Context: an optimization exercise on an open-source flow, tuned for small area, a short achievable clock period and few clock cycles per item. The choices shown serve that exercise and are no tape-out recipe.
At most, simulation tests tie the RTL to the original design; equivalence was not proved.
Power is estimated from default activity; no workload was simulated.

job 101:
Design positional_list_engine_core, start of the top module:
module positional_list_engine_core (
	input  logic          clk,
	input  logic          arst_n,
	input  logic          s_axis_tvalid,
	output logic          s_axis_tready,
	input  logic [39:0]   s_axis_tdata,
	input  logic [2:0]    s_axis_tuser,
	output logic          m_axis_tvalid,
	input  logic          m_axis_tready,
	output logic [103:0]  m_axis_tdata,
	output logic [1:0]    m_axis_tuser
);
	localparam int N = 16;
	logic        c_v;
	logic [2:0]  op;
	logic [4:0]  pos;
	logic [31:0] word;
	logic        m_valid_q;
	logic [31:0] rd_q;
	logic [4:0]  cnt_q;
	logic [31:0] last_q;
	logic [1:0]  st_q;
	logic exec;
	assign exec          = c_v && (!m_valid_q || m_axis_tready);
	assign s_axis_tready = !c_v || exec;
	logic is_app, is_ins, is_rd, is_dl, is_dp;
	logic full, empty, one, pos_ge_n, pos_ge_n1;
	logic ins, del, rd_ok;
	logic [1:0] st_d;
	logic [4:0] cnt_d;
	assign is_app = (op == ple_pkg::OP_APPEND);
	assign is_ins = (op == ple_pkg::OP_INSERT);
	assign is_rd  = (op == ple_pkg::OP_READ);
	assign is_dl  = (op == ple_pkg::OP_DEL_LAST);
	assign is_dp  = (op == ple_pkg::OP_DEL_POS);
	logic [N-1:0] vq;
	logic [N+1:0] vx;
	assign vx = {2'b00, vq};
	assign full      = vq[N-1];
	assign empty     = !vq[0];
	assign one       = vq[0] && !vq[1];
	assign pos_ge_n  = pos[4] || !vx[pos[3:0]];
	assign pos_ge_n1 = pos[4] || !vx[5'(pos[3:0]) + 5'd1];
	assign ins   = (is_app || is_ins) && !full;
	assign del   = (is_dl || is_dp) && !empty;
	assign rd_ok = is_rd && !empty && !pos_ge_n;
	always_comb begin
		st_d = ple_pkg::ST_OK;
		if (is_app || is_ins) begin
			if (full)
				st_d = ple_pkg::ST_FULL;
		end else if (is_rd) begin
			if (empty)
				st_d = ple_pkg::ST_EMPTY;
			else if (pos_ge_n)
				st_d = ple_pkg::ST_RANGE;
		end else if (is_dl || is_dp) begin
			if (empty)
				st_d = ple_pkg::ST_EMPTY;
		end else begin
			st_d = ple_pkg::ST_RANGE;
		end
	end
	assign cnt_d = ins ? cnt_q + 5'd1 : del ? cnt_q - 5'd1 : cnt_q;
  ...
Size: roughly 2800 cells after synthesis, roughly 160 I/O pins.
==> flow/config.mk <==
export PLATFORM = sky130hd
export DESIGN_NAME = positional_list_engine_core
export DESIGN_NICKNAME = positional_list_engine_core
export VERILOG_FILES = /design/flow/design.v
export SDC_FILE = /design/flow/constraint.sdc
export NUM_CORES = 4
export LEC_CHECK = 0
export CAP_MARGIN = 20
export CELL_PAD_IN_SITES_DETAIL_PLACEMENT = 1
export CORE_MARGIN = 2
export CORE_UTILIZATION = 35
export PLACE_DENSITY = 0.45
export SETUP_SLACK_MARGIN = 3.2
export SLEW_MARGIN = 20
==> flow/constraint.sdc <==
create_clock -name core_clock -period 6.0 [get_ports {clk}]
set_input_delay 1.2000 -clock core_clock [delete_from_list [all_inputs] [get_ports {clk}]]
set_output_delay 1.2000 -clock core_clock [all_outputs]
set_load 0.01 [all_outputs]
standard.sh (not shown) runs the stock make flow with config.mk's settings and CLKGATE_MAP_FILE= SYNTH_SCRIPT=/design/flow/synth_recipe.tcl, a recipe that flattens the netlist after the stock synthesis.
==> flow/flow/run.sh <==
#!/bin/bash
set -euo pipefail
cd "$(dirname "$0")/.."
bash standard.sh synth > synth.log 2>&1
bash standard.sh "BUFFER_PORTS_ARGS=-buffer_cell sky130_fd_sc_hd__buf_2" MATCH_CELL_FOOTPRINT=0 finish > layout.log 2>&1
Job 101 went all the way through the flow, and no timing, DRC or antenna check failed.
Testbench counts of job 101, summed over its fixed seeds: cycles 12,016, items 12,000.
The following lists how job 102 was set up differently from job 101:
Settings: SETUP_SLACK_MARGIN: 3.2 -> 3.0; CTS_BUF_LIST: unset -> sky130_fd_sc_hd__clkbuf_8.
### Flow results
For the area added between synthesis and finish, job 102 came in 12 points lower than job 101 did.
Diff job 101 -> job 102 | number of cell instances on the worst register-to-register path | decrease of 5
When job 102 is measured against job 101, its final-layout clock buffer total turns out about 18% higher.
Job 102 | stages: all done | timing, DRC, antenna: all pass

---

run 1:
positional_list_engine_core, a different RTL version from the one above (not shown whole).
Size in the first run: ~2300 cells after synthesis, about 660 flip-flops.
## positional_list_engine_core
module positional_list_engine_core (
	input  logic          clk,
	input  logic          arst_n,
	input  logic          s_axis_tvalid,
	output logic          s_axis_tready,
	input  logic [39:0]   s_axis_tdata,
	input  logic [2:0]    s_axis_tuser,
	output logic          m_axis_tvalid,
	input  logic          m_axis_tready,
	output logic [103:0]  m_axis_tdata,
	output logic [1:0]    m_axis_tuser
);
clock: 6.0 ns
lec_check: 0
cap_margin: 20
cell_pad_in_sites_detail_placement: 1
core_margin: 2
core_utilization: 35
cts_buf_list: sky130_fd_sc_hd__clkbuf_8
place_density: 0.45
setup_slack_margin: 3.1
slew_margin: 20
synth_hierarchical: 1
Scripts as last shown in full above: flow/flow/run.sh
The final layout from run 1, which completed every stage, passed the timing, DRC and antenna checks at the end of the flow.
Testbench counts of run 1, summed over its fixed seeds: cycles 12,016, items 12,000.
Setup changes, run 1 to run 2
--- a/flow/config.mk
+++ b/flow/config.mk
@@ -11,3 +11,4 @@
 export CORE_UTILIZATION = 35
-export CTS_BUF_LIST = sky130_fd_sc_hd__clkbuf_8
+export CTS_CLUSTER_DIAMETER = 70
+export CTS_CLUSTER_SIZE = 40
 export PLACE_DENSITY = 0.45
Results
Taking run 1 as the reference, in run 2 cell count decreased 152; path depth of the worst reg2reg path moved down; count of hold-fix buffers inserted at cts now sits at about the same level. In the reports for run 2 and run 1, the smaller power dissipated in combinational cells belongs to run 2. Run 2 ends up with a clock buffer count from CTS that is about 60% lower than in run 1. Run 2 and run 1 ended up with nearly the same CTS clock-pin slew for the worst setup and hold paths. Looking at clock power, run 2 sits 14% below run 1. Routed wire in run 2 totals less than in run 1. Changes observed in run 2 relative to run 1: quantity of gates resized following cts lower; final total power saw a decrease. In run 2 the final critical-path setup slack turned out 0.028 ns higher than in run 1.

---

positional_list_engine_core, a different RTL version from the one above (not shown whole).
For scale: ~640 flip-flops, roughly 160 I/O pins.
Settings: LEC_CHECK=0, CAP_MARGIN=20, CORE_MARGIN=2, CORE_UTILIZATION=35, SETUP_SLACK_MARGIN=3.5, SLEW_MARGIN=20; clock period 6.0 ns.
run.sh (not shown) runs the stock make flow with config.mk's settings and CLKGATE_MAP_FILE= SYNTH_SCRIPT=/design/flow/synth_recipe.tcl, a recipe that flattens the netlist after the stock synthesis.
Stock flow here: none of the scripts above is used.
The baseline ended with an error in global routing (5_1_grt) with GRT-0232.
Next try:
Settings changed: CORE_UTILIZATION 35 to 40, SETUP_SLACK_MARGIN 3.5 to unset.
Now the flow finished with timing, DRC and antenna clean.
Synthesized cell count does not change.
Synthesized area does not change.
No functional check of the RTL was part of any run of this note.

-- what the ideal ports hide --
The results above use ideal ports. As a check the final layouts listed here were re-extracted and re-timed, cells and wires unchanged. Step 1 sets driving cells, clkbuf_16 on the clock port and buf_2 on the other inputs (assumed; they add their load-dependent delay and slew). Step 2 adds t to the input delays and takes it off the output delays; t is the mean of the earliest and latest rising clock arrival at the registers after step 1. Input paths then give back, and output paths get back, about the clock's delay inside the block. Three values: ideal ports, drivers, drivers and shift; two values: the first two.
| run | t, ns | setup slack, ns | latest minus earliest clock arrival (ns) | worst slew at a driven data input, ns |
|---|---|---|---|---|
| job 101 | 0.730 | 2.933 / 2.933 / 2.512 | 0.041 / 0.041 | 0.05 |
| job 102 | 0.863 | 2.909 / 2.909 / 2.618 | 0.040 / 0.039 | 0.05 |
| run 1 | 0.818 | 2.988 / 2.987 / 2.194 | 0.036 / 0.036 | 0.04 |
| run 2 | 0.704 | 3.016 / 2.984 / 2.464 | 0.061 / 0.061 | 0.04 |
| the second run of note 3 | 0.703 | 0.956 / 0.997 / 0.294 | 0.041 / 0.041 | 0.08 |
After both steps every run listed still meets setup and hold. For run 1, which loses most, drivers alone change the setup slack by -0.001 ns; drivers and shift together by -0.794 ns.
